Background: an optimization exercise with open tools, aiming at small area, a short achievable clock period and few clock cycles per item. Do not read the settings as production practice.
The RTL was checked by simulation tests, not by an equivalence proof against the original design.
Power is estimated from default activity; no workload was simulated.

## dot_engine_top
module dot_engine_top (
  input wire logic clk,
  input wire logic reset,
  input wire logic w_wr,
  input wire logic [dot_pkg::ADDR_W-1:0] w_addr,
  input wire logic [dot_pkg::WORD_W-1:0] w_data,
  input wire logic start,
  input wire logic [dot_pkg::ADDR_W-1:0] vec_last,
  input wire logic act_valid,
  input wire logic [dot_pkg::WORD_W-1:0] act_data,
  output logic busy,
  output logic done,
  output logic signed [dot_pkg::RES_W-1:0] result
);
  logic buf_wr_en;
  logic [dot_pkg::VEC_DEPTH-1:0] rd_sel;
  logic [dot_pkg::WORD_W-1:0] rd_data;
  logic acc_clear;
  logic cut_vld;
  logic enc_load;
  logic w0_bypass;
  logic [dot_pkg::WORD_W-1:0] w_next;
  logic [dot_pkg::SUM_W-1:0] x_sum;
  logic [dot_pkg::SUM_W-1:0] y_sum;
  dot_ctrl dot_ctrl_i (
    .clk, .reset, .start, .vec_last, .act_valid, .w_wr, .w_addr,
    .busy, .done, .buf_wr_en, .rd_sel, .enc_load, .w0_bypass, .acc_clear, .cut_vld
  );
  weight_buffer weight_buffer_i (
    .clk, .wr_en(buf_wr_en), .wr_addr(w_addr), .wr_data(w_data),
    .rd_sel, .rd_data
  );
  assign w_next = w0_bypass ? w_data : rd_data;
  dp_unit dp_unit_i (
    .clk, .act_data, .w_word(w_next), .enc_load, .cut_vld, .x_out(x_sum), .y_out(y_sum)
  );
  dot_accumulator dot_accumulator_i (
    .clk, .clear(acc_clear), .vec_last, .x_in(x_sum), .y_in(y_sum), .acc(result)
  );
endmodule
Size: ~2200 cells after synthesis, roughly 110 I/O pins, ~32000 µm² of cells after synthesis.
clock: 5.0 ns
lec_check: 0
cap_margin: 20
core_margin: 2
core_utilization: 72
cts_cluster_diameter: 80
cts_cluster_size: 30
setup_slack_margin: 2.35
slew_margin: 20
standard.sh (not shown) runs the stock make flow with config.mk's settings and CLKGATE_MAP_FILE= SYNTH_SCRIPT=/design/flow/synth_recipe.tcl, a recipe that flattens the netlist after the stock synthesis.
==> flow/flow/run.sh <==
#!/bin/bash
# The standard layout (the standard.sh), except that the buffers that
# buffer_ports puts on every input and output port are buf_1 cells; the
# resizer sizes them up where timing needs it.
set -euo pipefail
bash standard.sh "BUFFER_PORTS_ARGS=-buffer_cell sky130_fd_sc_hd__buf_1" finish > flow_standard.log 2>&1
Testbench counts at the start, summed over its fixed seeds: cycles 14,859, items 1,280.
==> next run, changes <==
--- a/flow/config.mk
+++ b/flow/config.mk
@@ -9,6 +9,6 @@
 export CORE_MARGIN = 2
-export CORE_UTILIZATION = 72
+export CORE_UTILIZATION = 65
 export CTS_CLUSTER_DIAMETER = 80
 export CTS_CLUSTER_SIZE = 30
-export SETUP_SLACK_MARGIN = 2.35
+export SETUP_SLACK_MARGIN = 2.6
 export SLEW_MARGIN = 20
After rerunning: The changed run finished with timing, DRC and antenna clean. Die area is higher by about 10%. Synthesized area is unchanged. Combinational power is about the same. Worst setup slack gets better by 0.044 ns. Utilization goes down by 5.9 points. Worst hold slack improves by 0.0089 ns. Final area came out higher by 3.9%. Sequential cell count is unchanged. Via count went up by 0.90%.


Another version of the RTL of dot_engine_top (not shown whole).
For scale: ~0.032 mm2 of cells after synthesis.
Settings: LEC_CHECK=0, ABC_AREA=1, CAP_MARGIN=20, CORE_MARGIN=2, CORE_UTILIZATION=65, CTS_CLUSTER_DIAMETER=80, CTS_CLUSTER_SIZE=30, PLACE_DENSITY=0.75, SETUP_SLACK_MARGIN=2.35, SLEW_MARGIN=20; clock period 5.0 ns.
Scripts as last shown in full above: flow/flow/run.sh
The starting point completed without violations.
Testbench counts at the start, summed over its fixed seeds: cycles 14,859, items 1,280.
Change:
--- a/flow/config.mk
+++ b/flow/config.mk
@@ -12,5 +12,4 @@
 export CTS_CLUSTER_DIAMETER = 80
 export CTS_CLUSTER_SIZE = 30
-export PLACE_DENSITY = 0.75
-export SETUP_SLACK_MARGIN = 2.35
+export SETUP_SLACK_MARGIN = 2.4
 export SLEW_MARGIN = 20
Via count hardly moves; power rises by 0.68%; final cell count hardly moves; hold slack is better by 0.0045 ns; non-clock buffer count went up by 11; sequential share of layout area falls by 0.32 points; global-route usage went up by 0.82 points.
Change:
--- a/flow/config.mk
+++ b/flow/config.mk
@@ -12,4 +12,4 @@
 export CTS_CLUSTER_DIAMETER = 80
 export CTS_CLUSTER_SIZE = 30
-export SETUP_SLACK_MARGIN = 2.4
+export SETUP_SLACK_MARGIN = 2.7
 export SLEW_MARGIN = 20
The changed run went through all stages and came out clean.
Via count goes up by 4.2%.
Global-route usage goes up by 2.1 points.
Count of clock-buffer cells in the layout goes up by 3.
Routed wire length goes up by 6.0%.
Cell count goes up by 3.6%.
Clock power goes up by 6.3%.
Fmax goes down by 1.2%.
Critical path depth does not change.
Worst setup slack got worse by 0.031 ns.
Area after synthesis stays the same.
Change:
--- a/flow/config.mk
+++ b/flow/config.mk
@@ -12,4 +12,4 @@
 export CTS_CLUSTER_DIAMETER = 80
 export CTS_CLUSTER_SIZE = 30
-export SETUP_SLACK_MARGIN = 2.7
+export SETUP_SLACK_MARGIN = 2.55
 export SLEW_MARGIN = 20
Effect: The new run ran to the end with no violations; global-route usage falls by 0.60 points; combinational power falls by 3.4%; maximum frequency went down by 0.70%; final cell count drops by 0.31%; design area decreases by 2.0%; synthesized cell count stays the same; die area is unchanged.

==> static timing again, ports no longer ideal <==
How much do the figures lean on ideal ports? The routed layouts below were timed once more, with nothing changed but the port constraints. Step 1: set_driving_cell puts a clkbuf_16 on clk and a buf_2 on each other input, an assumption about the parent block. Step 2, shift: input delay + t, output delay - t, t = (earliest + latest rising clock arrival at the registers) / 2. This alone moves slack from input paths to output paths. Slacks: no drivers / after step 1 / after step 2; pairs: no drivers / after step 1.
run | t (ns) | slack for setup (ns) | clock arrival spread, ns | worst register clock-pin slew, ns
the first run of note 1 | 0.682 | 2.185 / 2.185 / 1.539 | 0.027 / 0.027 | 0.11 / 0.11
the second run of note 1 | 0.714 | 2.229 / 2.229 / 1.856 | 0.050 / 0.050 | 0.12 / 0.12
the first run of note 2 | 0.680 | 2.398 / 2.398 / 1.866 | 0.023 / 0.023 | 0.11 / 0.11
the second run of note 2 | 0.694 | 2.426 / 2.412 / 1.778 | 0.025 / 0.025 | 0.11 / 0.11
the third run of note 2 | 0.648 | 2.395 / 2.395 / 1.817 | 0.052 / 0.052 | 0.11 / 0.11
the fourth run of note 2 | 0.647 | 2.376 / 2.376 / 1.871 | 0.046 / 0.045 | 0.11 / 0.11
After both steps setup and hold are still met in every run listed. The setup slack of the second run of note 2, which loses most, moves by -0.014 ns with the drivers and by -0.648 ns with both steps.
